Background: an optimization exercise with open tools, aiming at small area. Do not read the settings as production practice.
Only simulation tests tie the RTL to the original design; equivalence was not proved.
Power and IR drop assume default switching activity.

job 6409:
==> flow/design.v (excerpt) <==
module gshare_predictor #(
    parameter int HISTORY_BITS = 8,
    parameter int BTB_ENTRIES  = 16
) (
    input  logic                    clk,
    input  logic                    rst,
    input  logic                    fetch_valid,
    input  logic                    fetch_fire,
    input  logic [31:0]             fetch_pc,
    output logic                    pred_valid,
    output logic                    pred_taken,
    output logic [31:0]             pred_target,
    output logic [HISTORY_BITS-1:0] pred_index,
    input  logic                    commit_valid,
    input  logic                    commit_pred_valid,
    input  logic [HISTORY_BITS-1:0] commit_index,
    input  logic                    commit_taken,
    input  logic [31:0]             commit_pc,
    input  logic [31:0]             commit_target,
    input  logic                    flush
);
clock: 7.0 ns
lec_check: 0
cap_margin: 20
core_margin: 2
core_utilization: 55
cts_cluster_diameter: 100
cts_cluster_size: 28
setup_slack_margin: 0.3
slew_margin: 20
synth_hierarchical: 1
standard.sh (not shown) runs the stock make flow with config.mk's settings and CLKGATE_MAP_FILE= SYNTH_SCRIPT=/design/flow/synth_recipe.tcl, a recipe that flattens the netlist after the stock synthesis.
==> flow/flow/run.sh <==
#!/bin/bash
set -euo pipefail
export BUFFER_PORTS_ARGS="-buffer_cell sky130_fd_sc_hd__buf_1"
bash standard.sh > standard.log 2>&1
The following lists how job 8484 was set up differently from job 6409:
Settings: PLACE_DENSITY now 0.8, previously not set.
Notes after the runs:
The flow did not stop early for job 8484: all stages ran, and the layout cleared the timing, DRC and antenna checks.
Job 6409 -> job 8484: first-iteration DRC count increased by more than a quarter
In job 8484, the via total after detailed routing came out 3.9% above the value in job 6409.
The fraction of the core area covered by cells at the end of the flow was comparable across job 6409 and job 8484.
Compared with job 6409, job 8484 shows a final critical delay including setup and external delays that is 0.023 ns higher.
The total power of the final layout on job 6409 is in line with that on job 8484.

The RTL this note starts from:
==> flow/design.v <==
module gshare_predictor #(
    parameter int HISTORY_BITS = 8,
    parameter int BTB_ENTRIES  = 16
) (
    input  logic                    clk,
    input  logic                    rst,
    input  logic                    fetch_valid,
    input  logic                    fetch_fire,
    input  logic [31:0]             fetch_pc,
    output logic                    pred_valid,
    output logic                    pred_taken,
    output logic [31:0]             pred_target,
    output logic [HISTORY_BITS-1:0] pred_index,
    input  logic                    commit_valid,
    input  logic                    commit_pred_valid,
    input  logic [HISTORY_BITS-1:0] commit_index,
    input  logic                    commit_taken,
    input  logic [31:0]             commit_pc,
    input  logic [31:0]             commit_target,
    input  logic                    flush
);
    localparam int BI          = $clog2(BTB_ENTRIES);
    localparam int PHT_ENTRIES = 1 << HISTORY_BITS;
    localparam int TAG_W       = 32 - BI - 2;
    logic [PHT_ENTRIES-1:0]  pht_dir_r;
    logic [PHT_ENTRIES-1:0]  pht_str_r;
    logic [BTB_ENTRIES-1:0]  btb_valid_r;
    logic [TAG_W-1:0]        btb_tag_r    [0:BTB_ENTRIES-1];
    logic [31:0]             btb_target_r [0:BTB_ENTRIES-1];
    logic [HISTORY_BITS-1:0] spec_ghr_r;
    logic [HISTORY_BITS-1:0] arch_ghr_r;
    logic [HISTORY_BITS-1:0] idx_s;
    logic [BI-1:0]           fetch_set_s;
    logic [TAG_W-1:0]        fetch_tag_s;
    logic                    hit_s;
    logic [HISTORY_BITS-1:0] arch_next_s;
    logic [BI-1:0]           commit_set_s;
    logic [TAG_W-1:0]        commit_tag_s;
    logic                    unused_s;
    assign unused_s     = ^{fetch_pc[1:0], commit_pc[1:0]};
    assign commit_set_s = commit_pc[BI+1:2];
    assign commit_tag_s = commit_pc[31:BI+2];
    assign fetch_set_s = fetch_pc[BI+1:2];
    assign fetch_tag_s = fetch_pc[31:BI+2];
    assign idx_s       = fetch_pc[HISTORY_BITS+1:2] ^ spec_ghr_r;
    assign hit_s       = btb_valid_r[fetch_set_s] && (btb_tag_r[fetch_set_s] == fetch_tag_s);
    assign pred_valid  = fetch_valid & hit_s;
    assign pred_taken  = fetch_valid & hit_s & pht_dir_r[idx_s];
    assign pred_index  = fetch_valid ? idx_s : {HISTORY_BITS{1'b0}};
    assign pred_target = hit_s ? btb_target_r[fetch_set_s] : 32'h0000_0000;
    assign arch_next_s = (commit_valid && commit_pred_valid) ?
                         {arch_ghr_r[HISTORY_BITS-2:0], commit_taken} : arch_ghr_r;
    always_ff @(posedge clk or posedge rst) begin
        if (rst) begin
            spec_ghr_r <= {HISTORY_BITS{1'b0}};
            arch_ghr_r <= {HISTORY_BITS{1'b0}};
        end else begin
            arch_ghr_r <= arch_next_s;
            if (flush) begin
                spec_ghr_r <= arch_next_s;
            end else if (fetch_fire && pred_valid) begin
                spec_ghr_r <= {spec_ghr_r[HISTORY_BITS-2:0], pred_taken};
            end
        end
    end
    always_ff @(posedge clk or posedge rst) begin
        if (rst) begin
            pht_dir_r <= {PHT_ENTRIES{1'b0}};
            pht_str_r <= {PHT_ENTRIES{1'b0}};
        end else begin
            for (int i = 0; i < PHT_ENTRIES; i++) begin
                if (commit_valid && commit_index == i) begin
                    pht_str_r[i] <= (commit_taken == pht_dir_r[i]);
                    if (!pht_str_r[i]) pht_dir_r[i] <= commit_taken;
                end
            end
        end
    end
    always_ff @(posedge clk or posedge rst) begin
        if (rst) begin
            btb_valid_r <= {BTB_ENTRIES{1'b0}};
        end else if (commit_valid && commit_taken) begin
            btb_valid_r[commit_set_s] <= 1'b1;
        end
    end
    always_ff @(posedge clk) begin
        if (commit_valid && commit_taken) begin
            btb_tag_r[commit_set_s]    <= commit_tag_s;
            btb_target_r[commit_set_s] <= commit_target;
        end
    end
endmodule
Settings: LEC_CHECK=0, CAP_MARGIN=20, CORE_MARGIN=2, CORE_UTILIZATION=40, CTS_CLUSTER_DIAMETER=100, CTS_CLUSTER_SIZE=25, SETUP_SLACK_MARGIN=0.3, SLEW_MARGIN=20; clock period 7.0 ns.
run.sh (not shown) runs the stock make flow with config.mk's settings and CLKGATE_MAP_FILE= SYNTH_SCRIPT=/design/flow/synth_recipe.tcl, a recipe that flattens the netlist after the stock synthesis.
Stock flow here: none of the scripts above is used.
The starting point produced a clean layout.
Change:
==> flow/flow/run.sh (new file) <==
#!/bin/bash
set -euo pipefail
export BUFFER_PORTS_ARGS="-buffer_cell sky130_fd_sc_hd__buf_1"
bash standard.sh > standard.log 2>&1
==> flow/standard.sh (new file) <==
#!/bin/bash
# synth_recipe.tcl (not shown) runs the flow's synth.tcl, then flattens the netlist and writes it again
# the make line also repeats each setting of config.mk as NAME=value (left out here)
make -C /OpenROAD-flow-scripts/flow DESIGN_CONFIG=/design/flow/config.mk WORK_HOME=/design/flow/orfs CLKGATE_MAP_FILE= SYNTH_SCRIPT=/design/flow/synth_recipe.tcl "${@:-finish}"
--- a/flow/config.mk
+++ b/flow/config.mk
@@ -9,5 +9,6 @@
 export CORE_MARGIN = 2
-export CORE_UTILIZATION = 40
+export CORE_UTILIZATION = 70
+export CTS_BUF_LIST = sky130_fd_sc_hd__clkbuf_8
 export CTS_CLUSTER_DIAMETER = 100
-export CTS_CLUSTER_SIZE = 25
+export CTS_CLUSTER_SIZE = 18
 export SETUP_SLACK_MARGIN = 0.3
removed: flow/run.sh
What happened:
- cell count went down by about 15%
- total power went down by 6.8%
- wire length went down by about 5%
- hold slack improved by 0.0036 ns
- cell area went down by 4.1%
- die area went down by 42%
- via count went up by about 2.6%
- global-route usage went up by 13 points
Change:
==> flow/run.sh (new file) <==
#!/bin/bash
# synth_recipe.tcl (not shown) runs the flow's synth.tcl, then flattens the netlist and writes it again
# the make line also repeats each setting of config.mk as NAME=value (left out here)
make -C /OpenROAD-flow-scripts/flow DESIGN_CONFIG=/design/flow/config.mk WORK_HOME=/design/flow/orfs CLKGATE_MAP_FILE= SYNTH_SCRIPT=/design/flow/synth_recipe.tcl finish
--- a/flow/config.mk
+++ b/flow/config.mk
@@ -9,6 +9,5 @@
 export CORE_MARGIN = 2
-export CORE_UTILIZATION = 70
-export CTS_BUF_LIST = sky130_fd_sc_hd__clkbuf_8
+export CORE_UTILIZATION = 40
 export CTS_CLUSTER_DIAMETER = 100
-export CTS_CLUSTER_SIZE = 18
+export CTS_CLUSTER_SIZE = 28
 export SETUP_SLACK_MARGIN = 0.3
removed: flow/flow/run.sh
removed: flow/standard.sh
Outcome: Worst setup slack barely changes; area after synthesis does not change; cell area increases by a few percent; total power went up by a few percent; global-route usage is lower by 13 points; maximum frequency stays flat; first-iteration DRC count is lower by about a fifth; synthesized cell count stays the same.
Change:
==> flow/flow/run.sh (new file) <==
#!/bin/bash
set -euo pipefail
export BUFFER_PORTS_ARGS="-buffer_cell sky130_fd_sc_hd__buf_1"
bash standard.sh > standard.log 2>&1
==> flow/standard.sh (new file) <==
#!/bin/bash
# synth_recipe.tcl (not shown) runs the flow's synth.tcl, then flattens the netlist and writes it again
# the make line also repeats each setting of config.mk as NAME=value (left out here)
make -C /OpenROAD-flow-scripts/flow DESIGN_CONFIG=/design/flow/config.mk WORK_HOME=/design/flow/orfs CLKGATE_MAP_FILE= SYNTH_SCRIPT=/design/flow/synth_recipe.tcl "${@:-finish}"
--- a/flow/config.mk
+++ b/flow/config.mk
@@ -9,3 +9,3 @@
 export CORE_MARGIN = 2
-export CORE_UTILIZATION = 40
+export CORE_UTILIZATION = 55
 export CTS_CLUSTER_DIAMETER = 100
removed: flow/run.sh
The new run finished clean. First-iteration DRC count is higher by 0.78%. Synthesized cell count stays the same. Combinational power falls by about 7%. Core utilization goes up by 15 points. Hold slack hardly moves. Total power fell by 2.1%. Cell count falls by 9.6%. Sequential cell count does not change. Clock skew came out higher by 0.011 ns.
Change:
==> flow/flow/run.sh (replaced) <==
#!/bin/bash
set -euo pipefail
export BUFFER_PORTS_ARGS="-buffer_cell sky130_fd_sc_hd__buf_2"
bash standard.sh > standard.log 2>&1
--- a/flow/config.mk
+++ b/flow/config.mk
@@ -9,3 +9,3 @@
 export CORE_MARGIN = 2
-export CORE_UTILIZATION = 55
+export CORE_UTILIZATION = 40
 export CTS_CLUSTER_DIAMETER = 100
Clock skew decreases by 0.053 ns.
Power increases by about 0.8%.
Sequential cell count stays the same.
First-iteration DRC count decreases by about 4%.
Global-route usage decreases by 7.0 points.
Synthesized cell count stays the same.
Worst hold slack got worse by 0.0082 ns.
Worst setup slack improved by 0.036 ns.
Die area increases by 37%.

[afterwards: timing with drivers on the ports]
How much do the figures lean on ideal ports? The routed layouts below were timed once more, with nothing changed but the port constraints.
Step 1, drivers: a clkbuf_16 drives clk and a buf_2 each remaining input, both assumed.
Step 2 adds t to the input delays and takes it off the output delays; t is the mean of the earliest and latest rising clock arrival at the registers after step 1. Input paths then give back, and output paths get back, about the clock's delay inside the block.
a / b / c = ideal / step 1 / step 2; a / b = the first two.
| run | t, ns | slack for setup (ns) | worst slew at a driven data input, ns |
|---|---|---|---|
| job 6409 | 0.803 | 0.445 / 0.424 / 0.382 | 0.15 |
| job 8484 | 0.776 | 0.421 / 0.261 / 0.261 | 0.19 |
| the first run of note 2 | 0.772 | 0.442 / 0.388 / 0.388 | 0.16 |
| the second run of note 2 | 0.843 | 0.440 / 0.407 / 0.407 | 0.14 |
| the third run of note 2 | 0.802 | 0.438 / 0.384 / 0.384 | 0.16 |
| the fourth run of note 2 | 0.800 | 0.606 / 0.579 / 0.579 | 0.16 |
| the fifth run of note 2 | 0.788 | 0.642 / 0.572 / 0.572 | 0.14 |
After both steps every run listed still meets setup and hold. The setup slack of job 8484, which loses most, moves by -0.160 ns with the drivers and by -0.160 ns with both steps.
